This is an optimization exercise on Yosys and OpenROAD, whose aim is small area, not a production implementation. Only simulation tests tie the RTL to the original design; equivalence was not proved. No activity file was given, so power comes from the tool's default toggle rates.

[design/flow/constraint.sdc]
create_clock -name core_clock -period 4.7 [get_ports {clk}]
set_input_delay 0.9400 -clock core_clock [delete_from_list [all_inputs] [get_ports {clk}]]
set_output_delay 0.9400 -clock core_clock [all_outputs]
set_load 0.01 [all_outputs]
[design/flow/standard.sh]
#!/bin/bash
# synth_recipe.tcl (not shown) runs the flow's synth.tcl, then flattens the netlist and writes it again
# the make line also repeats each setting of config.mk as NAME=value (left out here)
make -C /OpenROAD-flow-scripts/flow DESIGN_CONFIG=/design/flow/config.mk WORK_HOME=/design/flow/orfs CLKGATE_MAP_FILE= SYNTH_SCRIPT=/design/flow/synth_recipe.tcl "${@:-finish}"
[design/flow/design.v]
package rv_regfile_pkg;
  localparam int DEF_DATA_W = 32;
  localparam int DEF_DEPTH  = 32;
  localparam int REG_ZERO   = 0;
  function automatic int calc_aw(input int depth);
    if (depth < 2) calc_aw = 1;
    else calc_aw = $clog2(depth);
  endfunction
endpackage
module regfile_sb_pend
#(
  parameter int DEPTH = rv_regfile_pkg::DEF_DEPTH,
  parameter int AW    = rv_regfile_pkg::calc_aw(DEPTH)
) (
  input  logic             clk,
  input  logic             reset,
  input  logic [DEPTH-1:1] setr,
  input  logic [DEPTH-1:1] clr_n,
  input  logic [DEPTH-1:1] wen,
  input  logic             iss_valid,
  input  logic [AW-1:0]    iss_addr,
  input  logic [AW-1:0]    wr_addr,
  output logic [DEPTH-1:1] pend_n,
  output logic [AW:0]      pend_cnt
);
  localparam int CW = AW + 1;
  logic             inc, dec, hit_w;
  logic [CW-1:0]    cnt_nxt;
  for (genvar r = 1; r < DEPTH; r++) begin : g_pend
    always_ff @(posedge clk)
      pend_n[r] <= (pend_n[r] || wen[r]) && !setr[r];
  end
  regfile_sb_ao31 u_inc (.d(pend_n), .s(setr), .y(inc));
  regfile_sb_oa31 u_hit (.dn(pend_n), .sn(clr_n), .y(hit_w));
  always_comb begin
    dec     = hit_w && !(iss_valid && (iss_addr == wr_addr));
    cnt_nxt = pend_cnt + CW'(inc) - CW'(dec);
  end
  always_ff @(posedge clk) begin
    if (reset)
      pend_cnt <= '0;
    else
      pend_cnt <= cnt_nxt;
  end
endmodule
module regfile_sb
#(
  parameter  int DATA_W = rv_regfile_pkg::DEF_DATA_W,
  parameter  int DEPTH  = rv_regfile_pkg::DEF_DEPTH,
  parameter  int NUM_RD = 2,
  localparam int AW     = rv_regfile_pkg::calc_aw(DEPTH)
) (
  input  logic                     clk,
  input  logic                     reset,
  input  logic                     we,
  input  logic [AW-1:0]            wr_addr,
  input  logic [DATA_W-1:0]        wr_data,
  input  logic [NUM_RD*AW-1:0]     rd_addr,
  output logic [NUM_RD*DATA_W-1:0] rd_data,
  output logic [NUM_RD-1:0]        rd_busy,
  input  logic                     iss_valid,
  input  logic [AW-1:0]            iss_addr,
  output logic [AW:0]              pend_cnt,
  output logic                     all_clear
);
  logic [DEPTH-1:1][DATA_W-1:0] mem_n;
  logic [DEPTH-1:1]             pend_n;
  logic [DEPTH-1:1]             setr, clr_n, wen;
  logic [AW:0]                  cnt_q;
  logic [DATA_W-1:0]            wd_n;
  always_comb begin
    for (int r = 1; r < DEPTH; r++) begin
      setr[r]  = !reset && iss_valid && (iss_addr == AW'(r));
      clr_n[r] = !(we && (wr_addr == AW'(r)));
      wen[r]   = reset || !clr_n[r];
    end
  end
  regfile_sb_pend #(.DEPTH(DEPTH), .AW(AW)) u_pend (
    .clk       (clk),
    .reset     (reset),
    .setr      (setr),
    .clr_n     (clr_n),
    .wen       (wen),
    .iss_valid (iss_valid),
    .iss_addr  (iss_addr),
    .wr_addr   (wr_addr),
    .pend_n    (pend_n),
    .pend_cnt  (cnt_q)
  );
  assign wd_n = ~wr_data | {DATA_W{reset}};
  for (genvar r = 1; r < DEPTH; r++) begin : g_reg
    always_ff @(posedge clk) begin
      if (wen[r])
        mem_n[r] <= wd_n;
    end
  end
  assign pend_cnt  = reset ? '0 : cnt_q;
  assign all_clear = (pend_cnt == '0);
  for (genvar i = 0; i < NUM_RD; i++) begin : g_rd
    logic [AW-1:0]    a;
    logic [DEPTH-1:1] sel_n;
    assign a = rd_addr[i*AW +: AW];
    always_comb begin
      for (int r = 1; r < DEPTH; r++)
        sel_n[r] = reset || (a != AW'(r));
    end
    for (genvar k = 0; k <= DATA_W; k++) begin : g_bit
      logic [DEPTH-1:1] col;
      logic             y;
      for (genvar r = 1; r < DEPTH; r++) begin : g_col
        if (k < DATA_W) begin : g_d
          assign col[r] = mem_n[r][k];
        end else begin : g_b
          assign col[r] = pend_n[r];
        end
      end
      regfile_sb_oa31 u_oa (.dn(col), .sn(sel_n), .y(y));
      if (k < DATA_W) begin : g_od
        assign rd_data[i*DATA_W + k] = y;
      end else begin : g_ob
        assign rd_busy[i] = y;
      end
    end
  end
endmodule
module regfile_sb_oa31 (
  input  logic [30:0] dn,
  input  logic [30:0] sn,
  output logic        y
);
  logic [15:0] t;
  logic [7:0]  u;
  logic [1:0]  v;
  for (genvar g = 0; g < 15; g++) begin : g_oai
    regfile_sb_oai22 u_g (
      .a1(dn[2*g]),   .a2(sn[2*g]),
      .b1(dn[2*g+1]), .b2(sn[2*g+1]),
      .y (t[g])
    );
  end
  regfile_sb_nor2 u_t15 (.a(dn[30]), .b(sn[30]), .y(t[15]));
  regfile_sb_or16 u_y (.t(t), .y(y));
endmodule
module regfile_sb_oai22 (
  input  logic a1, a2, b1, b2,
  output logic y
);
  assign y = !((a1 || a2) && (b1 || b2));
endmodule
module regfile_sb_nor2 (
  input  logic a, b,
  output logic y
);
  assign y = !(a || b);
endmodule
module regfile_sb_nand4 (
  input  logic a, b, c, d,
  output logic y
);
  assign y = !(a && b && c && d);
endmodule
module regfile_sb_or2 (
  input  logic a, b,
  output logic y
);
  assign y = a || b;
endmodule
module regfile_sb_or16 (
  input  logic [15:0] t,
  output logic        y
);
  assign y = |t;
endmodule
module regfile_sb_ao31 (
  input  logic [30:0] d,
  input  logic [30:0] s,
  output logic        y
);
  logic [10:0] n;
  logic [2:0]  o;
  for (genvar g = 0; g < 10; g++) begin : g_aoi
    regfile_sb_aoi222 u_g (
      .a1(d[3*g]),   .a2(s[3*g]),
      .b1(d[3*g+1]), .b2(s[3*g+1]),
      .c1(d[3*g+2]), .c2(s[3*g+2]),
      .y (n[g])
    );
  end
  regfile_sb_nand2 u_n30 (.a(d[30]), .b(s[30]), .y(n[10]));
  regfile_sb_nand4 u_o0 (.a(n[0]), .b(n[1]), .c(n[2]),  .d(n[3]), .y(o[0]));
  regfile_sb_nand4 u_o1 (.a(n[4]), .b(n[5]), .c(n[6]),  .d(n[7]), .y(o[1]));
  regfile_sb_nand3 u_o2 (.a(n[8]), .b(n[9]), .c(n[10]), .y(o[2]));
  regfile_sb_or3   u_y  (.a(o[0]), .b(o[1]), .c(o[2]),  .y(y));
endmodule
module regfile_sb_aoi222 (
  input  logic a1, a2, b1, b2, c1, c2,
  output logic y
);
  assign y = !((a1 && a2) || (b1 && b2) || (c1 && c2));
endmodule
module regfile_sb_nand2 (
  input  logic a, b,
  output logic y
);
  assign y = !(a && b);
endmodule
module regfile_sb_nand3 (
  input  logic a, b, c,
  output logic y
);
  assign y = !(a && b && c);
endmodule
module regfile_sb_or3 (
  input  logic a, b, c,
  output logic y
);
  assign y = a || b || c;
endmodule
[design/flow/flow/run.sh]
#!/bin/bash
set -e
export CTS_ARGS="-sink_clustering_enable -repair_clock_nets -dont_use_dummy_load -buf_list {sky130_fd_sc_hd__clkbuf_16} -sink_clustering_size 25 -sink_clustering_max_diameter 150"
export BUFFER_PORTS_ARGS="-buffer_cell sky130_fd_sc_hd__buf_2"
bash standard.sh > standard.log 2>&1
[design/flow/config.mk]
export PLATFORM = sky130hd
export DESIGN_NAME = regfile_sb
export DESIGN_NICKNAME = regfile_sb
export VERILOG_FILES = /design/flow/design.v
export SDC_FILE = /design/flow/constraint.sdc
export NUM_CORES = 4
export LEC_CHECK = 0
export CAP_MARGIN = 20
export CORE_MARGIN = 2
export CORE_UTILIZATION = 40
export GPL_TIMING_DRIVEN = 0
export SETUP_SLACK_MARGIN = 0.1
export SLEW_MARGIN = 20
export SYNTH_HIERARCHICAL = 1
export SYNTH_MINIMUM_KEEP_SIZE = 0
==> flow_summary.json, run 1 <==
{
  "postCtsHoldBufs": 0,
  "cp.depth": 10,
  "cp_slowest_cell": "nor4_1",
  "vias": 34683,
  "relSlewSlack": 0.128,
  "holdWs_ns": 0.515,
  "cp.required_ns": 3.76,
  "grt_pass1_vias": 31450,
  "slowest_delay_ns": 0.61,
  "dieArea_um2": 107000,
  "routedWlPerCell_um": 41.1,
  "dpl.hpwl_um": 82900,
  "critical_path_arrival_ns": 3.82,
  "drtPass1Iterations": 8,
  "nets": 3228,
  "synth_seq_cells": 1029,
  "fill_cells": 8825,
  "outcome": "failed layout checks",
  "worst_setup_path_end_kind": "output pin",
  "drv_slew": 0,
  "drt-total-wl_um": 187000,
  "finalWorstSetupSlack_ns": -0.0604,
  "hp-class": "reg -> reg",
  "path_delay_family": "simple AND/OR/NAND/NOR gates",
  "peakVddDrop_mv": 0.277,
  "fmax_mhz": 210,
  "overflow": 0,
  "fin_cells": 4553,
  "numCtsBuffers": 47,
  "post-route-min-period_ns": 4.76,
  "synth_most_common_cell": "o22ai_1",
  "die_h_um": 328,
  "finish.utilization": 0.465,
  "placed_area_um2": 45400,
  "yosysWarnings": 8,
  "yosysTopAreaCellShare": 0.710,
  "setup_viol": 1,
  "io_pins": 129,
  "hold_viol": 0,
  "design_area_um2": 48200,
  "synth_largest_area_cell": "edfxtp_1",
  "rsz0062_at_grt": "yes",
  "io_buffers": 128,
  "antenna_found_initial": 7,
  "synth_area_per_cell_um2": 14.5,
  "place_congestion": 0.851,
  "setup-tns-final_ns": -0.0604,
  "hold_depth": 2,
  "synth_cell_types": 41,
  "path_buf_inv": 5,
  "cts.sinks": 1029,
  "synth-edff-count": 992,
  "max-cap-violations": 0,
  "finClkSkew_ns": 0.0489,
  "cts-root-buf": "clkbuf_16",
  "p_leak_uw": 0.0160,
  "startpoint_type": "primary input",
  "clockBufferDepth": 3,
  "grt_pass1_wl_um": 237000,
  "p_per_area_nw_per_um2": 364,
  "placed_cells": 4426,
  "so_faults": "setup timing",
  "yosys-top-cells-area": "edfxtp_1 71%, o22ai_1 15%, nor4_1 4.1%",
  "timing.final.crit_share": 1.01,
  "ant_nets": 0,
  "tightest_slew_ns": 1.31,
  "area_delta_synth_final_pct": 15.0,
  "core-area_um2": 104000,
  "synth_top_flop_cell": "edfxtp_1",
  "reg2reg_depth": 13,
  "grt_start_max_net_pins": 34,
  "synth_cells": 2901,
  "cp_cell_sequence": "buf_2 -> buf_6 -> buf_4 -> and4bb_4 -> nand2_8 -> o22ai_1 -> nor4_1 -> nand4_1 -> buf_4 -> buf_2",
  "fp-row-count": 118,
  "synthArstFlopShare": 0,
  "grt_usage": 0.319,
  "drive_above_1_share": 0.155,
  "routed_via_density": 7.62,
  "seq_area_frac_synth": 0.728,
  "cts_tree": "done",
  "path_class": "in -> out",
  "syn-num-nets": 2964,
  "drcViolationCount": 0,
  "worstPathMaxFanout": 17,
  "drt_iter0_markers": 7035,
  "start_util": 0.404,
  "synth_area_um2": 41900,
  "synth_common_cells": "1005 x o22ai_1, 992 x edfxtp_1, 278 x nor4_1",
  "cts_max_level": 2,
  "clk_pin_slew_ns": 0.04,
  "clkLatencyLatePin_ns": 0.64,
  "die_w_um": 328
}
-- modules after synthesis, one instance, submodules excluded, excerpt --
module | cell area, um^2 | times used | cells | flip-flops and latches
regfile_sb_nand3 | 5.00 | 1 | 1 | 0
regfile_sb_oai22 | 6.26 | 1005 | 1 | 0
regfile_sb_nor2 | 3.75 | 67 | 1 | 0
regfile_sb_or3 | 6.26 | 1 | 1 | 0
regfile_sb | 31900 | 1 | 1339 | 992
regfile_sb_nand4 | 6.26 | 2 | 1 | 0
-- worst paths after layout --
check | startpoint | end | slack (ns)
max | reset | rd_data[62] | -0.06
min | u_pend.pend_n[20] | u_pend.pend_n[20] | 0.51
min reg2reg | u_pend.pend_n[20] | u_pend.pend_n[20] | 0.51
max reg2reg | u_pend.pend_n[21] | u_pend.pend_cnt[4] | 1.67
-- through the flow --
stage               total power, uW  worst slack [ns]
floorplan                     12200             0.783
global placement              12900             -1.49
detailed placement            13000            -0.656
CTS                           17400            0.0592
global route                  17900            0.0776
finish                        17600           -0.0604
-- report_power, final --
part | leakage (uW) | switching (uW) | internal [uW]
registers | 0.0102 | 383 | 10900
clock network | 0.000579 | 2760 | 1790
logic | 0.00525 | 1180 | 523
-- timing repair --
action | in CTS | in global routing
resized for setup | 104 | 36
pin swaps | 20 | 13
gates cloned | 24 | 18
endpoints found under the hold margin | 0 | 0
endpoints found under the setup margin | 66 | 35
setup buffers | 16 | 10
-- metal layers --
layer,GRT usage,routed length (um),vias to the layer above
met5,0.00133,213,-
met4,0.180,14200,12
met3,0.125,33300,926
met2,0.470,77600,3581
met1,0.400,62000,16983
li1,-,-,13181
-- registers in the layout, summed over array words and instances, names as in the netlist --
signal,flops
u_pend.pend_n,31
u_pend.pend_cnt,6
mem_n,992
-- cell type report --
type / count / area (um^2) / area share
Clock buffer: 47 / 1180 / 0.0244
Tap cell: 1380 / 1730 / 0.0358
Timing Repair Buffer: 173 / 1280 / 0.0265
Multi-Input combinational cell: 1800 / 12800 / 0.265
Inverter: 8 / 30.0 / 0.000623
Buffer: 106 / 704 / 0.0146
Antenna cell: 10 / 25.0 / 0.000519
Sequential cell: 1029 / 30500 / 0.633
-- cells in the final DEF (no fill, tap or decap), drive strengths merged, types with 2 or more instances in the layout --
master  count
nor4bb      4
dfxtp      37
inv         8
nand3       2
nor2      135
xnor2       2
ha          6
buf       246
edfxtp    992
a21oi       4
a21o       34
a222oi     10
nand2b     36
clkbuf     80
nand2     138
o21bai      2
o22ai    1005
nor2b      14
and4bb      6
nand4      70
nor3       24
and4b       5
nor4b       7
diode      10
xor2        7
and2        3
nor4      278
-- worst min-delay path, delay by kind of cell (launching register included) --
kind	cells	cell delay (ns)
AND/OR/NAND/NOR	2	0.13
flip-flops	1	0.33
-- cell families (layout without fill, tap and decap cells) --
family	Yosys count	after routing	synth area share
other	0	10	0
adders and majority gates	7	7	0.00227
DFF	1029	1029	0.728
xor gates and xnor gates	9	9	0.00188
AOI/OAI and AO/OA	1056	1056	0.159
buffers and inverters	114	334	0.0168
and+or+nand+nor	686	728	0.0915
==> run 2: changes to the inputs <==
==> design/flow/flow/run.sh (replaced) <==
#!/bin/bash
set -e
export CTS_ARGS="-sink_clustering_enable -repair_clock_nets -dont_use_dummy_load -buf_list {sky130_fd_sc_hd__clkbuf_16} -sink_clustering_size 25 -sink_clustering_max_diameter 150"
export GPL_KEEP_OVERFLOW=0
export BUFFER_PORTS_ARGS="-buffer_cell sky130_fd_sc_hd__buf_2"
bash standard.sh > standard.log 2>&1
--- a/design/flow/config.mk
+++ b/design/flow/config.mk
@@ -10,3 +10,2 @@
 export CORE_UTILIZATION = 40
-export GPL_TIMING_DRIVEN = 0
 export SETUP_SLACK_MARGIN = 0.1
==> run 2 against run 1 <==
Still fails the layout checks on setup timing; combinational power is 9% lower; worst setup slack better by 0.052 ns; clock skew is 0.026 ns lower; cell count down 2.9%; register-to-register slack gained 0.10 ns; final area is 2.3% lower; sequential power about the same; sequential cell count did not move; global-route usage down 0.58 points; die area stayed put; non-clock buffer count fell by 108; critical path type unchanged.
==> flow_summary.json, run 2 <==
{
  "grt_usage": 0.313,
  "synth_most_common_cell": "o22ai_1",
  "drv_slew": 0,
  "path_class": "in -> out",
  "slowest_delay_ns": 0.66,
  "synth_cell_types": 41,
  "fill_cells": 8949,
  "hold_viol": 0,
  "grt_pass1_wl_um": 235000,
  "regArea_um2": 30500,
  "die_h_um": 328,
  "hp-class": "reg -> reg",
  "synth_top_flop_cell": "edfxtp_1",
  "drive_above_1_share": 0.127,
  "antenna_found_initial": 7,
  "finalWorstSetupSlack_ns": -0.00876,
  "vias": 33393,
  "cts.sinks": 1029,
  "die_w_um": 328,
  "post-route-min-period_ns": 4.71,
  "area_delta_synth_final_pct": 12.3,
  "worstPathMaxFanout": 39,
  "synth_area_per_cell_um2": 14.5,
  "synthArstFlopShare": 0,
  "cts-root-buf": "clkbuf_16",
  "placed_cells": 4332,
  "cp.required_ns": 3.76,
  "relSlewSlack": 0.254,
  "clk_pin_slew_ns": 0.12,
  "dieArea_um2": 107000,
  "grt_pass1_vias": 31039,
  "startpoint_type": "primary input",
  "multi_input_area_um2": 12200,
  "yosysWarnings": 8,
  "largest_register_ffs": 992,
  "finClkSkew_ns": 0.0233,
  "fp-row-count": 118,
  "rsz0062_at_grt": "yes",
  "timing.final.crit_share": 1.00,
  "worst_setup_path_end_kind": "output pin",
  "seq_area_frac_synth": 0.728,
  "outcome": "failed layout checks",
  "setup_viol": 1,
  "p_leak_uw": 0.0156,
  "drt_iter0_markers": 6908,
  "clockBufferDepth": 3,
  "grt_start_max_net_pins": 79,
  "max_flop_register": "mem_n",
  "critical_path_arrival_ns": 3.77,
  "synth-edff-count": 992,
  "final_common_cell": "o22ai_1",
  "fmax_mhz": 212,
  "max-cap-violations": 0,
  "io_pins": 129,
  "core-area_um2": 104000,
  "ant_nets": 0,
  "clkLatencyLatePin_ns": 0.65,
  "nets": 3097,
  "synth_area_um2": 41900,
  "finish.utilization": 0.454,
  "path_delay_family": "simple AND/OR/NAND/NOR gates",
  "cp_cell_sequence": "buf_6 -> buf_16 -> nor4b_4 -> nand2_2 -> buf_12 -> o22ai_1 -> nor4_1 -> nand4_1 -> buf_2",
  "place_congestion": 0.842,
  "io_buffers": 128,
  "numCtsBuffers": 47,
  "synth_seq_cells": 1029,
  "drtPass1Iterations": 9,
  "cts_tree": "done",
  "start_util": 0.404,
  "largestRegisters": "mem_n x992, u_pend.pend_n x31, u_pend.pend_cnt x6",
  "mostFrequentLayoutCells": "1005 x o22ai_1, 992 x edfxtp_1, 270 x nor4_1",
  "cts_max_level": 2,
  "p_per_area_nw_per_um2": 369,
  "cp_slowest_cell": "nor4b_4",
  "path_buf_inv": 4,
  "yosysTopAreaCellShare": 0.710,
  "peakVddDrop_mv": 0.315,
  "syn-num-nets": 2964,
  "fin_cells": 4419,
  "synth_common_cells": "1005 x o22ai_1, 992 x edfxtp_1, 278 x nor4_1",
  "dpl.hpwl_um": 83700,
  "drcViolationCount": 0,
  "setup-tns-final_ns": -0.00876,
  "routedWlPerCell_um": 39.8,
  "synth_cells": 2901,
  "synth_largest_area_cell": "edfxtp_1",
  "tightest_slew_ns": 1.12,
  "so_faults": "setup timing",
  "pre_cts_slack_ns": -0.474,
  "routed_via_density": 7.56,
  "overflow": 0,
  "yosys-top-cells-area": "edfxtp_1 71%, o22ai_1 15%, nor4_1 4.1%",
  "drt-total-wl_um": 176000
}
[run 2: changes by cell type in the layout (fill, tap and decap cells not counted), moves of 6 or more]
cell	change
buf_4	-80
clkbuf_1	-26
nand2_8	-28
nor2b_1	-6
nor4_1	+16
nor4_2	-16
[run 2: layout make-up]
cell class	instances	share of cell area
Sequential cell	1029	0.648
Multi-Input combinational cell	1777	0.259
Tap cell	1380	0.0367
Timing Repair Buffer	171	0.0301
Clock buffer	47	0.0250
Inverter	8	0.000637
Antenna cell	7	0.000372
[run 2: logic make-up (layout without fill, tap and decap cells)]
family          after synthesis  after routing  share of synthesized area
other cells                   0              7                          0
xor+xnor                      9              9                    0.00188
flops                      1029           1029                      0.728
compound gates             1056           1056                      0.159
fa+ha+maj                     7              7                    0.00227
buf+inv                     114            226                     0.0168
simple gates                686            705                     0.0915
[run 2: metrics by stage]
step	power, uW	hold slack [ns]	instance area, um^2
floorplan	12200	0.483	41900
global placement	12800	0.519	43600
detailed placement	12900	0.525	45000
CTS	17300	0.543	46900
global route	17800	0.569	47100
finish	17400	0.542	47100
[run 2: worst paths after layout]
path	slack, ns	start	cells after the start	end
setup / recovery	-0.009	reset	9	rd_data[32]
hold / removal	0.54	u_pend.pend_n[13]	2	u_pend.pend_n[13]
setup reg to reg	1.77	u_pend.pend_n[25]	13	u_pend.pend_cnt[4]
hold reg to reg	0.54	u_pend.pend_n[13]	2	u_pend.pend_n[13]
[run 2: tightest hold or removal path: stages (launching register included)]
cell	delay (ns)
dfxtp_1	0.37
nor2_1	0.10
nor2_1	0.04
[run 2: layer usage]
metal | track usage | vias up | share of wire
met5 | 0 | - | 0.00016
met4 | 0.182 | 4 | 0.070
met3 | 0.109 | 805 | 0.16
met2 | 0.475 | 3268 | 0.44
met1 | 0.389 | 16428 | 0.33
li1 | - | 12888 | -
[run 2: Yosys stat by module, one instance, submodules excluded, a selection]
module             cells inside  cell area, um^2  flops+latches
regfile_sb                 1339            31900            992
regfile_sb_aoi222             1             10.0              0
regfile_sb_nand2              1             3.75              0
regfile_sb_nand3              1             5.00              0
regfile_sb_nand4              1             6.26              0
regfile_sb_nor2               1             3.75              0
regfile_sb_oai22              1             6.26              0
regfile_sb_or16               5             31.3              0
regfile_sb_or3                1             6.26              0
[run 2: repair_timing]
item / in CTS / in global routing
gates cloned: 16 / 4
pin swaps: 7 / 6
hold buffers: 0 / 0
resized for setup: 65 / 7
setup buffers: 10 / 2
endpoints found under the setup margin: 66 / 52
[run 2: where the power goes]
part / internal (uW) / switching (uW) / leakage [uW]
registers: 10900 / 385 / 0.0102
clock network: 1790 / 2740 / 0.000579
logic: 430 / 1110 / 0.00485
total: 13100 / 4240 / 0.0156
==> run 3: changes to the inputs <==
--- a/design/flow/config.mk
+++ b/design/flow/config.mk
@@ -10,3 +10,3 @@
 export CORE_UTILIZATION = 40
-export SETUP_SLACK_MARGIN = 0.1
+export SETUP_SLACK_MARGIN = 0.3
 export SLEW_MARGIN = 20
==> run 3 against run 2 <==
The run now finishes clean; clock power about the same; critical path depth is the same; first-iteration DRC count up 2.1%; global-route usage up 1.4 points; die area unchanged; clock skew shrank 0.00068 ns; synthesized cell count did not move; clock-buffer cell count unchanged; non-clock buffer count increased by 28; combinational power up 5%; area after synthesis unchanged; hold slack gained 0.0060 ns; largest cell class unchanged.
==> flow_summary.json, run 3 <==
{
  "synth_largest_area_cell": "edfxtp_1",
  "synth_cells": 2901,
  "pre_cts_slack_ns": -0.474,
  "reg2reg_depth": 13,
  "clk_pin_slew_ns": 0.12,
  "fp-row-count": 118,
  "rrSetupSlack_ns": 1.79,
  "vias": 34253,
  "io_pins": 129,
  "max-cap-violations": 0,
  "routedWlPerCell_um": 40.8,
  "synth-edff-count": 992,
  "hold_viol": 0,
  "synth_seq_cells": 1029,
  "worstPathMaxFanout": 33,
  "synth_common_cells": "1005 x o22ai_1, 992 x edfxtp_1, 278 x nor4_1",
  "relSlewSlack": 0.256,
  "yosysTopAreaCellShare": 0.710,
  "drive_above_1_share": 0.140,
  "cp.required_ns": 3.76,
  "grt_pass1_vias": 31445,
  "hold_path_end": "u_pend.pend_n[13]",
  "numCtsBuffers": 47,
  "rsz0062_at_grt": "yes",
  "outcome": "timing/DRC/antenna clean",
  "hp-start": "u_pend.pend_n[13]",
  "p_per_area_nw_per_um2": 365,
  "die_w_um": 328,
  "mostFrequentLayoutCells": "1005 x o22ai_1, 992 x edfxtp_1, 259 x nor4_1",
  "hp-class": "reg -> reg",
  "timing.final.crit_share": 0.973,
  "synth_cell_types": 41,
  "die_h_um": 328,
  "hold_depth": 2,
  "seq_area_frac_synth": 0.728,
  "p_leak_uw": 0.0157,
  "syn-num-nets": 2964,
  "grt_usage": 0.327,
  "max_flop_register": "mem_n",
  "largestRegisters": "mem_n x992, u_pend.pend_n x31, u_pend.pend_cnt x6",
  "cts_max_level": 2,
  "setup-tns-final_ns": 0,
  "dieArea_um2": 107000,
  "r2r_end": "u_pend.pend_cnt[4]",
  "holdWs_ns": 0.548,
  "drt-total-wl_um": 182000,
  "ant_nets": 0,
  "core-area_um2": 104000,
  "overflow": 0,
  "design_area_um2": 47800,
  "antenna_found_initial": 7,
  "finClkSkew_ns": 0.0226,
  "critical_path_arrival_ns": 3.63,
  "place_congestion": 0.842,
  "peakVddDrop_mv": 0.320,
  "cts.sinks": 1029,
  "synthArstFlopShare": 0,
  "final_common_cell": "o22ai_1",
  "synth_most_common_cell": "o22ai_1",
  "fill_cells": 8863,
  "area_delta_synth_final_pct": 14.0,
  "postCtsHoldBufs": 0,
  "cts_tree": "done",
  "drt_iter0_markers": 7050,
  "tightest_slew_ns": 1.12,
  "startpoint_type": "primary input",
  "nets": 3134,
  "placed_area_um2": 45000,
  "cts-root-buf": "clkbuf_16",
  "clockBufferDepth": 3,
  "grt_pass1_wl_um": 244000,
  "drv_slew": 0,
  "path_class": "in -> out",
  "synth_area_um2": 41900,
  "rr_startpoint": "u_pend.pend_n[26]",
  "io_buffers": 128,
  "yosysWarnings": 8,
  "worst_setup_path_end_kind": "output pin",
  "drcViolationCount": 0,
  "synth_top_flop_cell": "edfxtp_1",
  "yosys-top-cells-area": "edfxtp_1 71%, o22ai_1 15%, nor4_1 4.1%",
  "routed_via_density": 7.68,
  "clkLatencyLatePin_ns": 0.65,
  "finalWorstSetupSlack_ns": 0.127,
  "totalPowerFinal_uw": 17500,
  "grt_start_max_net_pins": 40,
  "setup_viol": 0,
  "start_util": 0.404,
  "synth_area_per_cell_um2": 14.5,
  "fmax_mhz": 219,
  "post-route-min-period_ns": 4.57,
  "drtPass1Iterations": 7,
  "largest_register_ffs": 992,
  "dpl.hpwl_um": 83700
}
==> run 3: cell count changes in the layout (fill, tap and decap cells not counted), moves of 4 or more <==
cell	before	now
nand2_4	37	32
nor4_1	270	259
buf_4	13	33
nor4_2	6	17
buf_12	17	23
nand2_8	39	58
nand2_2	5	0
diode_2	7	11
==> run 3: cell type report <==
type / count / area (um^2) / share of cell area
sequential: 1029 / 30500 / 0.639
timing repair buffer: 199 / 1730 / 0.0362
tap: 1380 / 1730 / 0.0361
clock buffer: 47 / 1180 / 0.0246
antenna: 11 / 27.5 / 0.000576
inverter: 8 / 30.0 / 0.000628
multi-input combinational: 1786 / 12600 / 0.263
==> run 3: worst max-delay path, cell delays in order <==
cell     delay [ns]
buf_6          0.26
buf_16         0.23
nor4b_4        0.09
buf_4          0.19
nand2_4        0.59
o22ai_1        0.19
nor4_1         0.34
nand4_1        0.43
buf_2          0.29
==> run 3: cells by family after synthesis <==
family          after synthesis  share of synthesized area
flops                      1029                      0.728
compound gates             1056                      0.159
xor+xnor                      9                    0.00188
fa+ha+maj                     7                    0.00227
simple gates                686                     0.0915
buf+inv                     114                     0.0168
==> run 3: power by group <==
group          switching [uW]  leakage (uW)  total (uW)  internal, uW
clock                    2760      0.000579        4560          1800
combinational            1150       0.00501        1610           457
sequential                388        0.0102       11300         10900
==> run 3: per-stage QoR <==
stage | util | cells
2_1_floorplan | - | 2901
3_3_place_gp | 0.420 | 4303
3_5_place_dp | 0.434 | 4332
4_1_cts | 0.457 | 4432
5_1_grt | 0.460 | 4449
6_report | 0.461 | 4460
==> run 3: worst max path at each step <==
stage               slack [ns]                 end   startpoint  cells after the start
detailed placement       -0.47         rd_data[32]        reset                      8
CTS                       0.29         rd_data[37]        reset                      8
finish                    0.13         rd_data[32]        reset                      9
global route              0.25         rd_data[32]        reset                      9
global placement         -2.10          rd_data[7]        reset                      7
floorplan                 0.78  u_pend.pend_cnt[4]  iss_addr[4]                     16
==> run 3: metal layers <==
| layer | vias up | share of wire | track usage |
|---|---|---|---|
| met5 | - | 0.00034 | 0.00311 |
| met4 | 6 | 0.077 | 0.194 |
| met3 | 967 | 0.17 | 0.129 |
| met2 | 3544 | 0.42 | 0.490 |
| met1 | 16779 | 0.33 | 0.400 |
| li1 | 12957 | - | - |
==> run 3: timing repair <==
action	in CTS	in global routing
endpoints found under the hold margin	0	0
cloned	28	2
buffers inserted	25	13
endpoints found under the setup margin	66	41
gates resized for setup	92	21
pin swaps	14	8
==> run 3: per-module statistics from Yosys, one instance, submodules excluded, excerpt <==
module	area [um^2]	flip-flops and latches
regfile_sb_nand2	3.75	0
regfile_sb_oai22	6.26	0
regfile_sb_nand3	5.00	0
regfile_sb_nor2	3.75	0
regfile_sb_or16	31.3	0
regfile_sb_nand4	6.26	0
regfile_sb	31900	992
regfile_sb_aoi222	10.0	0
regfile_sb_or3	6.26	0
==> run 4: changes to the inputs <==
--- a/design/flow/config.mk
+++ b/design/flow/config.mk
@@ -10,3 +10,3 @@
 export CORE_UTILIZATION = 40
-export SETUP_SLACK_MARGIN = 0.3
+export SETUP_SLACK_MARGIN = 0.2
 export SLEW_MARGIN = 20
==> run 4 against run 3 <==
Global-route usage decreased by 0.43 points; die area unchanged; still clean; combinational power about the same.
==> flow_summary.json, run 4 <==
{
  "routed_via_density": 7.61,
  "drv_slew": 0,
  "postCtsHoldBufs": 0,
  "die_h_um": 328,
  "clkLatencyLatePin_ns": 0.65,
  "vias": 33870,
  "drt_iter0_markers": 6912,
  "hp-class": "reg -> reg",
  "finish.utilization": 0.459,
  "antenna_found_initial": 9,
  "outcome": "timing/DRC/antenna clean",
  "setup_viol": 0,
  "overflow": 0,
  "cp-startpoint": "reset",
  "nets": 3125,
  "fmax_mhz": 218,
  "area_delta_synth_final_pct": 13.5,
  "yosysTopAreaCellShare": 0.710,
  "drive_above_1_share": 0.136,
  "drcViolationCount": 0,
  "holdWs_ns": 0.548,
  "cp.required_ns": 3.76,
  "relSlewSlack": 0.232,
  "synth_cell_types": 41,
  "synth_largest_area_cell": "edfxtp_1",
  "cts.sinks": 1029,
  "mostFrequentLayoutCells": "1005 x o22ai_1, 992 x edfxtp_1, 265 x nor4_1",
  "grt_start_max_net_pins": 40,
  "startpoint_type": "primary input",
  "rsz0062_at_grt": "yes",
  "worst_setup_path_end_kind": "output pin",
  "core-area_um2": 104000,
  "tightest_slew_ns": 1.15,
  "hold_viol": 0,
  "routedWlPerCell_um": 40.5,
  "setup-tns-final_ns": 0,
  "largestRegisters": "mem_n x992, u_pend.pend_n x31, u_pend.pend_cnt x6",
  "clk_pin_slew_ns": 0.12,
  "worstPathMaxFanout": 39,
  "finClkSkew_ns": 0.0230,
  "yosysWarnings": 8,
  "critical_path_arrival_ns": 3.64,
  "grt_pass1_wl_um": 241000,
  "hp-start": "u_pend.pend_n[13]",
  "cts_tree": "done",
  "synth_common_cells": "1005 x o22ai_1, 992 x edfxtp_1, 278 x nor4_1",
  "synthArstFlopShare": 0,
  "grt_usage": 0.323,
  "fp-row-count": 118,
  "synth_most_common_cell": "o22ai_1",
  "clockBufferDepth": 3,
  "synth_cells": 2901,
  "max-cap-violations": 0,
  "synth_top_flop_cell": "edfxtp_1",
  "cts_max_level": 2,
  "rr_startpoint": "u_pend.pend_n[26]",
  "drtPass1Iterations": 9,
  "path_class": "in -> out",
  "p_leak_uw": 0.0157,
  "numCtsBuffers": 47,
  "cts-root-buf": "clkbuf_16",
  "dpl.hpwl_um": 83700,
  "io_pins": 129,
  "seq_area_frac_synth": 0.728,
  "start_util": 0.404,
  "synth_seq_cells": 1029,
  "synth_area_um2": 41900,
  "yosys-top-cells-area": "edfxtp_1 71%, o22ai_1 15%, nor4_1 4.1%",
  "drt-total-wl_um": 180000,
  "p_per_area_nw_per_um2": 366,
  "syn-num-nets": 2964,
  "synth_area_per_cell_um2": 14.5,
  "ant_nets": 0,
  "timing.final.crit_share": 0.975,
  "io_buffers": 128,
  "largest_register_ffs": 992,
  "die_w_um": 328,
  "final_common_cell": "o22ai_1",
  "peakVddDrop_mv": 0.317,
  "synth-edff-count": 992,
  "place_congestion": 0.842,
  "dieArea_um2": 107000,
  "post-route-min-period_ns": 4.58,
  "grt_pass1_vias": 31275,
  "max_flop_register": "mem_n"
}
## run 4: cell counts after synthesis
No cell type changed its count.
## run 4: stage by stage
stage	worst slack, ns	cell area, um^2	power, uW	instances
2_1_floorplan	0.783	41900	12200	2901
3_3_place_gp	-2.10	43600	12800	4303
3_5_place_dp	-0.474	45000	12900	4332
4_1_cts	0.133	47100	17300	4416
5_1_grt	0.117	47600	17900	4440
6_report	0.117	47600	17400	4449
## run 4: power breakdown
part	internal (uW)	switching [uW]	leakage [uW]	total [uW]
Combinational	448	1140	0.00500	1590
Sequential	10900	387	0.0102	11300
Clock	1790	2750	0.000579	4550
Total	13200	4280	0.0157	17400
## run 4: cell families (layout without fill, tap and decap cells)
group	Yosys count	count (layout)	share of synthesized area
and+or+nand+nor	686	713	0.0915
other	0	9	0
DFF	1029	1029	0.728
xor gates and xnor gates	9	9	0.00188
adders and majority gates	7	7	0.00227
buffers and inverters	114	246	0.0168
AOI/OAI and AO/OA	1056	1056	0.159
## run 4: layer usage
layer  up-vias  part of all wire  GRT usage
met5         -           0.00044    0.00621
met4        10             0.073      0.190
met3       872              0.16      0.130
met2      3359              0.43      0.481
met1     16686              0.33      0.395
li1      12943                 -          -
## run 4: worst paths after layout
check | cells after the start | end | slack [ns]
max | 8 | rd_data[23] | 0.12
max reg2reg | 13 | u_pend.pend_cnt[4] | 1.78
min | 2 | u_pend.pend_n[13] | 0.55
min reg2reg | 2 | u_pend.pend_n[13] | 0.55
## run 4: critical path, cell delays in order
cell     delay, ns
buf_6         0.16
buf_16        0.21
nor4b_4       0.65
nand2_4       0.63
o22ai_1       0.36
nor4_1        0.08
nand4_1       0.33
buf_2         0.21
## run 4: cell type report
cell class,count,area [um^2]
Antenna cell,9,22.5
Fill cell,8882,56200
Clock buffer,47,1180
Timing Repair Buffer,191,1650
Sequential cell,1029,30500
Multi-Input combinational cell,1785,12500
Tap cell,1380,1730
Inverter,8,30.0
## run 4: Yosys stat by module, one instance, submodules excluded, a selection
| module | flops+latches | cells inside | area, um^2 |
|---|---|---|---|
| regfile_sb | 992 | 1339 | 31900 |
| regfile_sb_aoi222 | 0 | 1 | 10.0 |
| regfile_sb_nand2 | 0 | 1 | 3.75 |
| regfile_sb_nand3 | 0 | 1 | 5.00 |
| regfile_sb_nand4 | 0 | 1 | 6.26 |
| regfile_sb_nor2 | 0 | 1 | 3.75 |
| regfile_sb_oai22 | 0 | 1 | 6.26 |
| regfile_sb_or16 | 0 | 5 | 31.3 |
| regfile_sb_or3 | 0 | 1 | 6.26 |
## run 4: repair_timing
item,4_1_cts,5_1_grt
gates cloned,26,2
setup buffers,11,20
endpoints found under the setup margin,66,50
pin swaps,7,14
gates resized for setup,73,28
==> run 5: changes to the inputs <==
==> design/flow/flow/run.sh (replaced) <==
#!/bin/bash
set -e
export CTS_ARGS="-sink_clustering_enable -repair_clock_nets -dont_use_dummy_load -buf_list {sky130_fd_sc_hd__clkbuf_16} -sink_clustering_size 25 -sink_clustering_max_diameter 150"
export BUFFER_PORTS_ARGS="-buffer_cell sky130_fd_sc_hd__buf_2"
bash standard.sh > standard.log 2>&1
--- a/design/flow/config.mk
+++ b/design/flow/config.mk
@@ -10,3 +10,3 @@
 export CORE_UTILIZATION = 40
-export SETUP_SLACK_MARGIN = 0.2
+export SETUP_SLACK_MARGIN = 0.1
 export SLEW_MARGIN = 20
==> run 5 against run 4 <==
Routed wire length decreased by 9.9%; maximum frequency is 0.68% higher; area after synthesis did not move; register-to-register slack worse by 0.14 ns; combinational power decreased by 9%; sequential power about the same; still clean; global-route usage is 3.0 points lower; largest cell class unchanged; critical path type unchanged; synthesized cell count stayed put; cell count rose by 2.5%; hold slack worse by 0.027 ns.
==> flow_summary.json, run 5 <==
{
  "postCtsHoldBufs": 0,
  "fmax_mhz": 220,
  "drt-total-wl_um": 162000,
  "sw_frac_of_total": 0.240,
  "cp_slowest_cell": "nand2_2",
  "synth_top_flop_cell": "edfxtp_1",
  "synth_largest_area_cell": "edfxtp_1",
  "antenna_found_initial": 1,
  "cts_tree": "done",
  "grt_pass1_vias": 30802,
  "timing.final.crit_share": 0.968,
  "vias": 32596,
  "setup-tns-final_ns": 0,
  "synthArstFlopShare": 0,
  "clk_pin_slew_ns": 0.06,
  "place_congestion": 0.908,
  "worstPathMaxFanout": 24,
  "grt_usage": 0.293,
  "synth_cells": 2901,
  "slowest_delay_ns": 0.59,
  "drtPass1Iterations": 7,
  "largest_register_ffs": 992,
  "path_buf_inv": 3,
  "final_common_cell": "o22ai_1",
  "synth_seq_cells": 1029,
  "power_frac_clock": 0.263,
  "peakVddDrop_mv": 0.286,
  "p_leak_uw": 0.0159,
  "drt_iter0_markers": 5800,
  "met3WireLength_um": 22200,
  "cts.sinks": 1029,
  "cts-root-buf": "clkbuf_16",
  "cp.required_ns": 3.76,
  "grt_pass1_wl_um": 224000,
  "seq_power_share": 0.653,
  "holdWs_ns": 0.522,
  "seq_area_frac_synth": 0.728,
  "critical_path_arrival_ns": 3.61,
  "drcViolationCount": 0,
  "path_class": "in -> out",
  "routedWlPerCell_um": 35.6,
  "start_util": 0.404,
  "switching_power_uw": 4150,
  "overflow": 0,
  "dieArea_um2": 107000,
  "worst_setup_path_end_kind": "output pin",
  "power_frac_comb": 0.083,
  "synth-edff-count": 992,
  "io_pins": 129,
  "startpoint_type": "primary input",
  "synth_common_cells": "1005 x o22ai_1, 992 x edfxtp_1, 278 x nor4_1",
  "fill_cells": 9041,
  "critPathMostFrequentCell": "buf_4",
  "met1Wirelength_um": 59000,
  "drive_above_1_share": 0.159,
  "finClkSkew_ns": 0.0480,
  "max_flop_register": "mem_n",
  "path_delay_family": "simple AND/OR/NAND/NOR gates",
  "core-area_um2": 104000,
  "dpl.hpwl_um": 102000,
  "yosysTopAreaCellShare": 0.710,
  "routed.top_layer": "met4",
  "p_per_area_nw_per_um2": 364,
  "yosysWarnings": 8,
  "cts.repair.resized": 0,
  "syn-num-nets": 2964,
  "synth_area_um2": 41900,
  "yosys-top-cells-area": "edfxtp_1 71%, o22ai_1 15%, nor4_1 4.1%",
  "grt_start_max_net_pins": 34,
  "tightest_slew_ns": 1.14,
  "io_buffers": 128,
  "ant_nets": 0,
  "max-cap-violations": 0,
  "drv_slew": 0,
  "intPower_uw": 13100,
  "hp-class": "reg -> reg",
  "nets": 3245,
  "synth_area_per_cell_um2": 14.5,
  "largestRegisters": "mem_n x992, u_pend.pend_n x31, u_pend.pend_cnt x6",
  "cts_setup_buffers": 0,
  "post-route-min-period_ns": 4.55,
  "numCtsBuffers": 47,
  "die_w_um": 328,
  "rsz0062_at_grt": "yes",
  "regArea_um2": 30500,
  "setup_viol": 0,
  "fp-row-count": 118,
  "outcome": "timing/DRC/antenna clean",
  "routed_via_density": 7.15,
  "relSlewSlack": 0.239,
  "mostFrequentLayoutCells": "1005 x o22ai_1, 992 x edfxtp_1, 277 x nor4_1",
  "synth_most_common_cell": "o22ai_1",
  "area_delta_synth_final_pct": 13.3,
  "hold_viol": 0,
  "wl_met2_um": 71100,
  "clockBufferDepth": 3,
  "cp_cell_sequence": "buf_4 -> and4bb_2 -> nand2_2 -> buf_4 -> o22ai_1 -> nor4_1 -> nand4_1 -> buf_2",
  "cts_max_level": 2,
  "synth_cell_types": 41,
  "clkLatencyLatePin_ns": 0.65,
  "multi_input_area_um2": 10900,
  "die_h_um": 328
}
## run 5: cell families (layout without fill, tap and decap cells)
family                   Yosys count  count (layout)  synth area share
AO/OA/AOI/OAI                   1056            1056             0.159
XOR/XNOR                           9               9           0.00188
adder cells (fa/ha/maj)            7               7           0.00227
buffers and inverters            114             393            0.0168
flip-flops                      1029            1029             0.728
other                              0               1                 0
AND/OR/NAND/NOR                  686             686            0.0915
## run 5: worst paths after layout
path	start	to	slack, ns	cells past startpoint
min reg2reg	u_pend.pend_n[15]	u_pend.pend_n[15]	0.52	2
max	reset	rd_data[23]	0.15	8
max reg2reg	u_pend.pend_n[25]	u_pend.pend_cnt[4]	1.64	13
min	u_pend.pend_n[15]	u_pend.pend_n[15]	0.52	2
## run 5: layer usage
layer  global-route usage  vias to the layer above
met4                0.149                        0
met5                    0                        -
met3               0.0688                      584
li1                     -                    13142
met2                0.447                     2888
met1                0.393                    15982
## run 5: power groups by stage
stage	clock [uW]	sequential [uW]	combinational, uW
5_1_grt	4870	11400	1500
4_1_cts	4560	11300	1420
2_1_floorplan	0	11400	804
6_report	4560	11300	1440
3_3_place_gp	0	11500	1410
3_5_place_dp	0	11500	1420
## run 5: cell type report
cell class                      instances  area share
Antenna cell                            1   0.0000527
Clock buffer                           47      0.0248
Inverter                                8    0.000632
Multi-Input combinational cell       1758       0.230
Sequential cell                      1029       0.643
Tap cell                             1380      0.0363
Timing Repair Buffer                  338      0.0657
## run 5: metrics by stage
step                      cell area [um^2]  power, uW  setup WS, ns   util  cells
after floorplan                      41900      12200         0.783      -   2901
after global placement               46300      12900         0.219  0.446   4513
after detailed placement             46300      12900         0.172  0.446   4513
after CTS                            47500      17300         0.152  0.457   4560
after global routing                 47500      17800        0.0687  0.458   4560
final                                47500      17300         0.148  0.458   4561
## run 5: modules after synthesis, one instance, submodules excluded, a selection
module             flops+latches  cells inside  area [um^2]  times used
regfile_sb_aoi222              0             1         10.0          10
regfile_sb                   992          1339        31900           1
regfile_sb_nand2               0             1         3.75           1
regfile_sb_nor2                0             1         3.75          67
regfile_sb_nand3               0             1         5.00           1
regfile_sb_nand4               0             1         6.26           2
regfile_sb_or16                0             5         31.3          67
regfile_sb_or3                 0             1         6.26           1
regfile_sb_oai22               0             1         6.26        1005
## run 5: worst reg2reg max path, cell delays in order (launching register included)
cell     delay [ns]
dfxtp_1        0.45
o22ai_1        0.11
nor4_1         0.53
nand4_1        0.19
inv_1          0.10
a31oi_1        0.05
ha_1           0.28
inv_1          0.04
ha_1           0.20
fa_1           0.40
a21o_1         0.19
a21oi_1        0.16
xor2_1         0.16
nor2_1         0.05
==> run 6: changes to the inputs <==
--- a/design/flow/config.mk
+++ b/design/flow/config.mk
@@ -9,3 +9,3 @@
 export CORE_MARGIN = 2
-export CORE_UTILIZATION = 40
+export CORE_UTILIZATION = 50
 export SETUP_SLACK_MARGIN = 0.1
==> run 6 against run 5 <==
Sequential cell count unchanged; clock power about the same; non-clock buffer count down 6; area after synthesis unchanged; critical endpoint is now rd_data[46].
==> flow_summary.json, run 6 <==
{
  "timing.final.crit_share": 0.979,
  "io_pins": 129,
  "synth-edff-count": 992,
  "drv_slew": 0,
  "yosysWarnings": 8,
  "antenna_found_initial": 5,
  "overflow": 0,
  "io_buffers": 128,
  "seq_power_share": 0.654,
  "power_frac_comb": 0.083,
  "seq_area_frac_synth": 0.728,
  "drt_iter0_markers": 5657,
  "dieArea_um2": 86200,
  "synth_area_um2": 41900,
  "tightest_slew_ns": 1.21,
  "die_w_um": 294,
  "grt_pass1_wl_um": 228000,
  "dpl.hpwl_um": 101000,
  "fill_cells": 6539,
  "clockBufferDepth": 3,
  "max_flop_register": "mem_n",
  "power_frac_clock": 0.263,
  "finClkSkew_ns": 0.0698,
  "final_common_cell": "o22ai_1",
  "cp.required_ns": 3.76,
  "fmax_mhz": 217,
  "worst_setup_path_end_kind": "output pin",
  "startpoint_type": "primary input",
  "drive_above_1_share": 0.164,
  "syn-num-nets": 2964,
  "placed_area_um2": 45700,
  "synth_area_per_cell_um2": 14.5,
  "intPower_uw": 13100,
  "area_delta_synth_final_pct": 12.1,
  "drtPass1Iterations": 6,
  "hold_viol": 0,
  "mostFrequentLayoutCells": "1005 x o22ai_1, 992 x edfxtp_1, 266 x nor4_1",
  "nets": 3239,
  "largest_register_ffs": 992,
  "synth_cells": 2901,
  "largestRegisters": "mem_n x992, u_pend.pend_n x31, u_pend.pend_cnt x6",
  "grt_pass1_vias": 31564,
  "critical_path_arrival_ns": 3.66,
  "routed_via_density": 7.79,
  "synth_largest_area_cell": "edfxtp_1",
  "vias": 33143,
  "p_leak_uw": 0.0159,
  "clk_pin_slew_ns": 0.10,
  "synth_cell_types": 41,
  "synth_common_cells": "1005 x o22ai_1, 992 x edfxtp_1, 278 x nor4_1",
  "cts_tree": "done",
  "max-cap-violations": 0,
  "setup-tns-final_ns": 0,
  "switching_power_uw": 4170,
  "post-route-min-period_ns": 4.60,
  "synth_most_common_cell": "o22ai_1",
  "p_per_area_nw_per_um2": 368,
  "peakVddDrop_mv": 0.275,
  "cts-root-buf": "clkbuf_16",
  "die_h_um": 294,
  "cts_max_level": 2,
  "grt_usage": 0.376,
  "design_area_um2": 47000,
  "synth_seq_cells": 1029,
  "sw_frac_of_total": 0.241,
  "place_congestion": 0.941,
  "hp-class": "reg -> reg",
  "cts.sinks": 1029,
  "worstPathMaxFanout": 14,
  "core-area_um2": 83300,
  "synth_top_flop_cell": "edfxtp_1",
  "outcome": "timing/DRC/antenna clean",
  "fp-row-count": 106,
  "path_class": "in -> out",
  "drcViolationCount": 0,
  "drt-total-wl_um": 166000,
  "routedWlPerCell_um": 39.0,
  "yosys-top-cells-area": "edfxtp_1 71%, o22ai_1 15%, nor4_1 4.1%",
  "cts_setup_buffers": 0,
  "relSlewSlack": 0.191,
  "numCtsBuffers": 47,
  "rsz0062_at_grt": "yes",
  "setup_viol": 0,
  "start_util": 0.503,
  "clkLatencyLatePin_ns": 0.63,
  "grt_start_max_net_pins": 34,
  "ant_nets": 0,
  "yosysTopAreaCellShare": 0.710,
  "synthArstFlopShare": 0
}
run 6: changes by cell type in the layout (fill, tap and decap cells not counted), moves of 8 or more:
cell	delta
buf_12	-16
buf_4	+9
nand2b_1	-8
nand2b_2	+8
nor4_1	-11
nor4_2	+11
run 6: layer usage:
layer  global-route usage  vias up  wire length [um]
li1                     -    13129                 -
met1                0.507    16220             59200
met2                0.546     3184             70600
met3                0.135      608             27400
met4                0.173        2              8760
met5              0.00567        -                64
run 6: cell families after synthesis:
kind of cell / after synthesis / synth area share
AOI/OAI and AO/OA: 1056 / 0.159
xor gates and xnor gates: 9 / 0.00188
adders and majority gates: 7 / 0.00227
buffers and inverters: 114 / 0.0168
DFF: 1029 / 0.728
and+or+nand+nor: 686 / 0.0915
run 6: what timing repair did:
action                                  in CTS  in global routing
endpoints found under the setup margin      26                 18
cloned                                       0                  0
hold buffers                                 0                  0
gates resized for setup                      2                 14
run 6: worst max-delay path, cell delays in order:
cell	delay, ns
buf_2	0.10
nor2b_1	0.79
nand2_2	0.77
buf_12	0.43
o22ai_1	0.20
nor4_1	0.09
nand4_1	0.16
buf_2	0.17
run 6: power by group through the flow:
| stage | Sequential, uW | Combinational, uW | Clock [uW] |
|---|---|---|---|
| 2_1_floorplan | 11400 | 804 | 0 |
| 3_3_place_gp | 11500 | 1350 | 0 |
| 3_5_place_dp | 11500 | 1380 | 0 |
| 4_1_cts | 11300 | 1380 | 4560 |
| 5_1_grt | 11400 | 1470 | 4840 |
| 6_report | 11300 | 1430 | 4560 |
run 6: layout make-up:
type,instances,area (um^2),area share
flip-flops and latches,1029,30500,0.649
well taps,1080,1350,0.0287
repair buffers,332,2880,0.0612
clock buffers,47,1180,0.0250
multi-input cells,1758,11000,0.235
diodes,1,2.50,0.0000532
inverters,8,30.0,0.000639
run 6: per-stage QoR:
| stage | std cells | utilization | setup WS, ns | power [uW] | hold slack (ns) |
|---|---|---|---|---|---|
| 2_1_floorplan | 2901 | - | 0.783 | 12200 | 0.483 |
| 3_3_place_gp | 4207 | 0.548 | 0.00843 | 12800 | 0.505 |
| 3_5_place_dp | 4207 | 0.549 | -0.0547 | 12900 | 0.512 |
| 4_1_cts | 4254 | 0.563 | 0.106 | 17200 | 0.528 |
| 5_1_grt | 4254 | 0.564 | 0.0785 | 17700 | 0.562 |
| 6_report | 4255 | 0.564 | 0.0995 | 17300 | 0.527 |
run 6: path summary, 6_finish.rpt:
kind	slack [ns]	endpoint	cells past startpoint	startpoint
worst min-delay path	0.53	u_pend.pend_n[19]	2	u_pend.pend_n[19]
worst min register to register	0.53	u_pend.pend_n[19]	2	u_pend.pend_n[19]
worst max register to register	1.54	u_pend.pend_cnt[4]	12	u_pend.pend_n[22]
worst max-delay path	0.1	rd_data[46]	8	rd_addr[5]
run 6: modules after synthesis, one instance, submodules excluded, a selection:
module | flops+latches | times used | cells inside
regfile_sb_or16 | 0 | 67 | 5
regfile_sb_or3 | 0 | 1 | 1
regfile_sb_nand3 | 0 | 1 | 1
regfile_sb | 992 | 1 | 1339
regfile_sb_nand4 | 0 | 2 | 1
regfile_sb_aoi222 | 0 | 10 | 1
regfile_sb_oai22 | 0 | 1005 | 1
regfile_sb_nand2 | 0 | 1 | 1
regfile_sb_nor2 | 0 | 67 | 1
==> run 7: changes to the inputs <==
==> design/flow/flow/run.sh (replaced) <==
#!/bin/bash
set -e
export CTS_ARGS="-sink_clustering_enable -repair_clock_nets -dont_use_dummy_load -buf_list {sky130_fd_sc_hd__clkbuf_16} -sink_clustering_size 25 -sink_clustering_max_diameter 150"
export BUFFER_PORTS_ARGS="-buffer_cell sky130_fd_sc_hd__buf_1"
bash standard.sh > standard.log 2>&1
==> run 7 against run 6 <==
The layout now fails its checks (setup timing); die area unchanged; synthesized cell count did not move; critical path depth grew 2; sequential cell count unchanged; combinational power shrank 3%; non-clock buffer count is 13 lower; global-route usage decreased by 0.55 points; via count grew 0.80%; core utilization shrank 0.51 points; cell count is 0.33% lower; largest cell class unchanged; largest power group unchanged; highest routed layer is now met4.
==> flow_summary.json, run 7 <==
{
  "outcome": "failed layout checks",
  "so_faults": "setup timing",
  "worstPathMaxFanout": 18,
  "diodes": 0,
  "placed_area_um2": 45300,
  "synthArstFlopShare": 0,
  "fmax_mhz": 212,
  "grt_pass1_wl_um": 226000,
  "nets": 3226,
  "cts_tree": "done",
  "path_class": "in -> out",
  "clk_pin_slew_ns": 0.10,
  "mostFrequentLayoutCells": "1005 x o22ai_1, 992 x edfxtp_1, 271 x nor4_1",
  "p_per_area_nw_per_um2": 370,
  "finClkSkew_ns": 0.0518,
  "grt_start_max_net_pins": 34,
  "drcViolationCount": 0,
  "startpoint_type": "primary input",
  "syn-num-nets": 2964,
  "numCtsBuffers": 47,
  "drive_above_1_share": 0.119,
  "dieArea_um2": 86200,
  "synth_common_cells": "1005 x o22ai_1, 992 x edfxtp_1, 278 x nor4_1",
  "cp_cell_sequence": "clkbuf_4 -> buf_4 -> and4bb_2 -> nand2_2 -> buf_4 -> o22ai_1 -> nor4_2 -> nand4_1 -> buf_4 -> buf_1",
  "yosys-top-cells-area": "edfxtp_1 71%, o22ai_1 15%, nor4_1 4.1%",
  "post-route-min-period_ns": 4.71,
  "place_congestion": 0.928,
  "synth_area_um2": 41900,
  "max-cap-violations": 0,
  "worst_setup_path_end_kind": "output pin",
  "cts.sinks": 1029,
  "routed_via_density": 7.88,
  "grt_pass1_vias": 31989,
  "die_h_um": 294,
  "synth_seq_cells": 1029,
  "timing.final.crit_share": 1.00,
  "max_flop_register": "mem_n",
  "tightest_slew_ns": 1.26,
  "design_area_um2": 46600,
  "slowest_delay_ns": 0.53,
  "largest_register_ffs": 992,
  "antenna_found_initial": 1,
  "area_delta_synth_final_pct": 11.1,
  "synth_largest_area_cell": "edfxtp_1",
  "ant_nets": 0,
  "holdWs_ns": 0.538,
  "seq_area_frac_synth": 0.728,
  "peakVddDrop_mv": 0.276,
  "hold_viol": 0,
  "relSlewSlack": 0.157,
  "setup_viol": 1,
  "io_buffers": 128,
  "cp.required_ns": 3.76,
  "synth_most_common_cell": "o22ai_1",
  "clkLatencyLatePin_ns": 0.65,
  "critPathMostFrequentCell": "buf_4",
  "cts_setup_buffers": 0,
  "finalWorstSetupSlack_ns": -0.00837,
  "yosysWarnings": 8,
  "largestRegisters": "mem_n x992, u_pend.pend_n x31, u_pend.pend_cnt x6",
  "cts-root-buf": "clkbuf_16",
  "drt-total-wl_um": 164000,
  "grt_usage": 0.371,
  "io_pins": 129,
  "start_util": 0.503,
  "fp-row-count": 106,
  "drtPass1Iterations": 8,
  "drt_iter0_markers": 6203,
  "final_common_cell": "o22ai_1",
  "totalPowerFinal_uw": 17200,
  "yosysTopAreaCellShare": 0.710,
  "critical_path_arrival_ns": 3.77,
  "synth_cells": 2901,
  "cp_slowest_cell": "nor4_2",
  "overflow": 0,
  "p_leak_uw": 0.0153,
  "synth_cell_types": 41,
  "dpl.hpwl_um": 99700,
  "die_w_um": 294,
  "clockBufferDepth": 3,
  "synth-edff-count": 992,
  "hp-class": "reg -> reg",
  "rsz0062_at_grt": "yes",
  "routedWlPerCell_um": 38.7,
  "core-area_um2": 83300,
  "synth_top_flop_cell": "edfxtp_1",
  "drv_slew": 0,
  "cts_max_level": 2,
  "setup-tns-final_ns": -0.00837,
  "vias": 33409,
  "synth_area_per_cell_um2": 14.5
}
-- run 7: kinds of logic after synthesis --
family	after synthesis	synth area share
AND/OR/NAND/NOR	686	0.0915
AO/OA/AOI/OAI	1056	0.159
flip-flops	1029	0.728
adder cells (fa/ha/maj)	7	0.00227
buffers and inverters	114	0.0168
XOR/XNOR	9	0.00188
-- run 7: worst paths after layout --
path,from,slack [ns],end,depth (start not counted)
max,reset,-0.008,rd_data[58],10
min,u_pend.pend_n[28],0.54,u_pend.pend_n[28],2
max reg2reg,u_pend.pend_n[18],1.59,u_pend.pend_cnt[4],12
min reg2reg,u_pend.pend_n[28],0.54,u_pend.pend_n[28],2
-- run 7: layout make-up --
cell class / count / area, um^2
clock buffer: 47 / 1180
fill: 6641 / 36700
inverter: 8 / 30.0
multi-input combinational: 1758 / 11000
sequential: 1029 / 30500
tap: 1080 / 1350
timing repair buffer: 319 / 2500
-- run 7: what timing repair did --
action	CTS	global route
resized for setup	4	7
hold buffers	0	0
setup endpoints to repair	13	40
pin swaps	0	0
-- run 7: stage by stage --
stage	instances	util	setup WS [ns]
after floorplan	2901	-	0.783
after global placement	4193	0.544	-0.102
after detailed placement	4193	0.544	0.00450
after CTS	4240	0.558	0.0755
after global routing	4241	0.559	0.0651
final	4241	0.559	-0.00837
-- run 7: critical path, delay by kind of cell --
family	cells	cell delay, ns
AOI/OAI and AO/OA	1	0.16
buffers and inverters	5	1.28
and+or+nand+nor	4	1.35
-- run 7: per-module statistics from Yosys, one instance, submodules excluded, excerpt --
| module | cells | flip-flops and latches | copies in the design | cell area, um^2 |
|---|---|---|---|---|
| regfile_sb | 1339 | 992 | 1 | 31900 |
| regfile_sb_or16 | 5 | 0 | 67 | 31.3 |
| regfile_sb_aoi222 | 1 | 0 | 10 | 10.0 |
| regfile_sb_nand4 | 1 | 0 | 2 | 6.26 |
| regfile_sb_oai22 | 1 | 0 | 1005 | 6.26 |
| regfile_sb_or3 | 1 | 0 | 1 | 6.26 |
| regfile_sb_nand3 | 1 | 0 | 1 | 5.00 |
| regfile_sb_nand2 | 1 | 0 | 1 | 3.75 |
| regfile_sb_nor2 | 1 | 0 | 67 | 3.75 |
-- run 7: power breakdown --
part	total, uW	internal, uW	switching [uW]
sequential	11300	10900	401
clock	4520	1790	2730
combinational	1390	388	1010
total	17200	13100	4140
-- run 7: metal layers --
layer	wire length [um]	global-route usage	vias to the layer above
met5	0	0	-
met4	9890	0.178	0
li1	-	-	13107
met2	69700	0.542	3265
met1	57600	0.502	16392
met3	27000	0.121	645
==> run 8: changes to the inputs <==
--- a/design/flow/config.mk
+++ b/design/flow/config.mk
@@ -10,3 +10,3 @@
 export CORE_UTILIZATION = 50
-export SETUP_SLACK_MARGIN = 0.1
+export SETUP_SLACK_MARGIN = 0.18
 export SLEW_MARGIN = 20
==> run 8 against run 7 <==
Now clean on timing, DRC and antenna; maximum frequency is 2.4% higher; die area stayed put; core utilization is 0.068 points higher; area after synthesis stayed put; power hardly changed; routed wire length hardly changed; sequential cell count stayed put; clock power hardly changed; cell count stayed put; register-to-register slack better by 0.09 ns; final area is 0.12% higher; sequential share of layout area is 0.079 points lower.
==> flow_summary.json, run 8 <==
{
  "outcome": "timing/DRC/antenna clean",
  "area_delta_synth_final_pct": 11.2,
  "fmax_mhz": 217,
  "overflow": 0,
  "yosysTopAreaCellShare": 0.710,
  "fp-row-count": 106,
  "switching_power_uw": 4150,
  "nets": 3226,
  "tightest_slew_ns": 1.26,
  "cts_max_level": 2,
  "placed_cells": 4193,
  "synth_area_um2": 41900,
  "p_per_area_nw_per_um2": 370,
  "cp_cell_sequence": "clkbuf_4 -> buf_4 -> and4bb_2 -> nand2_2 -> buf_4 -> o22ai_1 -> nor4_1 -> nand4_1 -> buf_1",
  "largest_register_ffs": 992,
  "timing.final.crit_share": 0.978,
  "finalWorstSetupSlack_ns": 0.101,
  "rsz0062_at_grt": "yes",
  "path_class": "in -> out",
  "rr_startpoint": "u_pend.pend_n[3]",
  "pre_cts_slack_ns": 0.00450,
  "drcViolationCount": 0,
  "drt-total-wl_um": 164000,
  "hp-start": "u_pend.pend_n[28]",
  "core-area_um2": 83300,
  "seq_area_frac_synth": 0.728,
  "regArea_um2": 30500,
  "startpoint_type": "primary input",
  "critical_path_arrival_ns": 3.66,
  "hold_path_end": "u_pend.pend_n[28]",
  "diodes": 0,
  "cts_tree": "done",
  "multi_input_area_um2": 11100,
  "post-route-min-period_ns": 4.60,
  "cp.required_ns": 3.76,
  "seq_power_share": 0.656,
  "hp-class": "reg -> reg",
  "worst_setup_path_end_kind": "output pin",
  "synth_most_common_cell": "o22ai_1",
  "synth_area_per_cell_um2": 14.5,
  "finClkSkew_ns": 0.0527,
  "power_frac_clock": 0.263,
  "drt_iter0_markers": 6071,
  "drv_slew": 0,
  "p_leak_uw": 0.0153,
  "mostFrequentLayoutCells": "1005 x o22ai_1, 992 x edfxtp_1, 263 x nor4_1",
  "routed_via_density": 7.88,
  "worstPathMaxFanout": 18,
  "power_frac_comb": 0.081,
  "max-cap-violations": 0,
  "max_flop_register": "mem_n",
  "synth_top_flop_cell": "edfxtp_1",
  "clkLatencyLatePin_ns": 0.65,
  "antenna_found_initial": 1,
  "yosys-top-cells-area": "edfxtp_1 71%, o22ai_1 15%, nor4_1 4.1%",
  "cts_setup_buffers": 0,
  "dpl.hpwl_um": 99700,
  "synthArstFlopShare": 0,
  "cts.sinks": 1029,
  "final_common_cell": "o22ai_1",
  "setup-tns-final_ns": 0,
  "vias": 33416,
  "io_pins": 129,
  "clk_pin_slew_ns": 0.10,
  "cts-root-buf": "clkbuf_16",
  "rrSetupSlack_ns": 1.68,
  "sw_frac_of_total": 0.241,
  "numCtsBuffers": 47,
  "yosysWarnings": 8,
  "drtPass1Iterations": 9,
  "cp-startpoint": "reset",
  "dieArea_um2": 86200,
  "hold_viol": 0,
  "cp_slowest_cell": "nor4_1",
  "place_congestion": 0.928,
  "largestRegisters": "mem_n x992, u_pend.pend_n x31, u_pend.pend_cnt x6",
  "synth_cell_types": 41,
  "path_buf_inv": 4,
  "synth_largest_area_cell": "edfxtp_1",
  "path_delay_family": "simple AND/OR/NAND/NOR gates",
  "start_util": 0.503,
  "synth_cells": 2901,
  "grt_pass1_wl_um": 226000,
  "ant_nets": 0,
  "intPower_uw": 13100,
  "routedWlPerCell_um": 38.7,
  "die_h_um": 294,
  "finish.utilization": 0.560,
  "synth-edff-count": 992,
  "peakVddDrop_mv": 0.279,
  "io_buffers": 128,
  "relSlewSlack": 0.160,
  "synth_common_cells": "1005 x o22ai_1, 992 x edfxtp_1, 278 x nor4_1",
  "syn-num-nets": 2964,
  "synth_seq_cells": 1029,
  "fill_cells": 6632,
  "setup_viol": 0,
  "postCtsHoldBufs": 0,
  "clockBufferDepth": 3,
  "slowest_delay_ns": 0.74,
  "hold_depth": 2,
  "reg2reg_depth": 12,
  "grt_start_max_net_pins": 34,
  "drive_above_1_share": 0.122,
  "grt_pass1_vias": 31989,
  "die_w_um": 294,
  "fin_cells": 4241,
  "critPathMostFrequentCell": "buf_4",
  "r2r_end": "u_pend.pend_cnt[4]",
  "grt_usage": 0.371
}
[run 8: cell counts after synthesis]
Identical to the previous run, type by type.
[run 8: worst max path at each step]
stage,endpoint,slack [ns],cells past startpoint
final,rd_data[17],0.10,9
after global routing,rd_data[25],0.07,10
after global placement,rd_data[58],-0.10,9
after floorplan,u_pend.pend_cnt[4],0.78,16
after CTS,rd_data[25],0.08,10
after detailed placement,rd_data[58],0.004,10
[run 8: final cells by class]
| type | count | area share |
|---|---|---|
| clock buffers | 47 | 0.0252 |
| inverters | 8 | 0.000644 |
| multi-input cells | 1758 | 0.237 |
| flip-flops and latches | 1029 | 0.655 |
| well taps | 1080 | 0.0290 |
| repair buffers | 319 | 0.0537 |
[run 8: power by group through the flow]
stage	combinational (uW)	clock, uW	sequential, uW
detailed placement	1340	0	11500
CTS	1340	4540	11300
floorplan	804	0	11400
global route	1440	4810	11400
finish	1400	4530	11300
global placement	1320	0	11500
[run 8: kinds of logic (layout without fill, tap and decap cells)]
family,count (synthesis),in the layout,share of synthesized area
adders and majority gates,7,7,0.00227
AOI/OAI and AO/OA,1056,1056,0.159
xor gates and xnor gates,9,9,0.00188
DFF,1029,1029,0.728
and+or+nand+nor,686,686,0.0915
buffers and inverters,114,374,0.0168
[run 8: repair_timing]
item / 4_1_cts / 5_1_grt
pin swaps: 0 / 2
endpoints found under the hold margin: 0 / 0
gates resized for setup: 5 / 16
setup endpoints to repair: 48 / 60
[run 8: layer usage]
| metal | vias to the layer above | wire, um | global-route usage |
|---|---|---|---|
| met2 | 3302 | 69700 | 0.542 |
| met5 | - | 0 | 0 |
| met3 | 657 | 26800 | 0.121 |
| met4 | 0 | 9710 | 0.178 |
| met1 | 16360 | 58100 | 0.502 |
| li1 | 13097 | - | - |
[run 8: metrics by stage]
stage,cell area (um^2),total power [uW],hold WS [ns]
after detailed placement,45300,12900,0.519
after global routing,46600,17700,0.555
after global placement,45300,12800,0.512
after floorplan,41900,12200,0.483
final,46600,17200,0.537
after CTS,46500,17200,0.531
[run 8: tightest hold or removal path, cell delays in order, from the launching register on]
cell	delay [ns]
dfxtp_1	0.37
nor2_1	0.10
nor2_1	0.04
[run 8: Yosys stat by module (local to each module, per instance), excerpt]
module	flip-flops and latches	cell area [um^2]	times used	cells
regfile_sb_aoi222	0	10.0	10	1
regfile_sb_nor2	0	3.75	67	1
regfile_sb_nand4	0	6.26	2	1
regfile_sb	992	31900	1	1339
regfile_sb_nand2	0	3.75	1	1
regfile_sb_nand3	0	5.00	1	1
regfile_sb_or16	0	31.3	67	5
regfile_sb_or3	0	6.26	1	1
regfile_sb_oai22	0	6.26	1005	1

static timing again, ports no longer ideal:
No port has a modelled driver above. Below, the same layouts with a new extraction and two added sets of constraints.
Step 1, drivers: a clkbuf_16 drives clk and a buf_2 each remaining input, both assumed.
Step 2 also shifts input and output timing later by t, the mid clock arrival at the registers, as if the neighbouring blocks saw the same clock.
Three values: ideal ports, drivers, drivers and shift; two values: the first two.
run	t (ns)	setup WS [ns]	clock arrival spread, ns
run 1	0.691	-0.060 / -0.080 / -0.159	0.070 / 0.070
run 2	0.678	-0.009 / -0.040 / -0.072	0.074 / 0.074
run 3	0.683	0.127 / 0.089 / -0.027	0.074 / 0.074
run 4	0.681	0.117 / 0.085 / -0.036	0.075 / 0.076
run 5	0.697	0.148 / 0.120 / 0.120	0.062 / 0.062
run 6	0.676	0.100 / 0.073 / 0.073	0.084 / 0.084
run 7	0.698	-0.008 / -0.035 / -0.035	0.064 / 0.064
run 8	0.699	0.101 / 0.074 / 0.074	0.065 / 0.065
With both steps, setup timing fails in run 3 and run 4, where it was met with ideal ports. For run 3, which loses most, drivers alone change the setup slack by -0.038 ns; drivers and shift together by -0.154 ns.
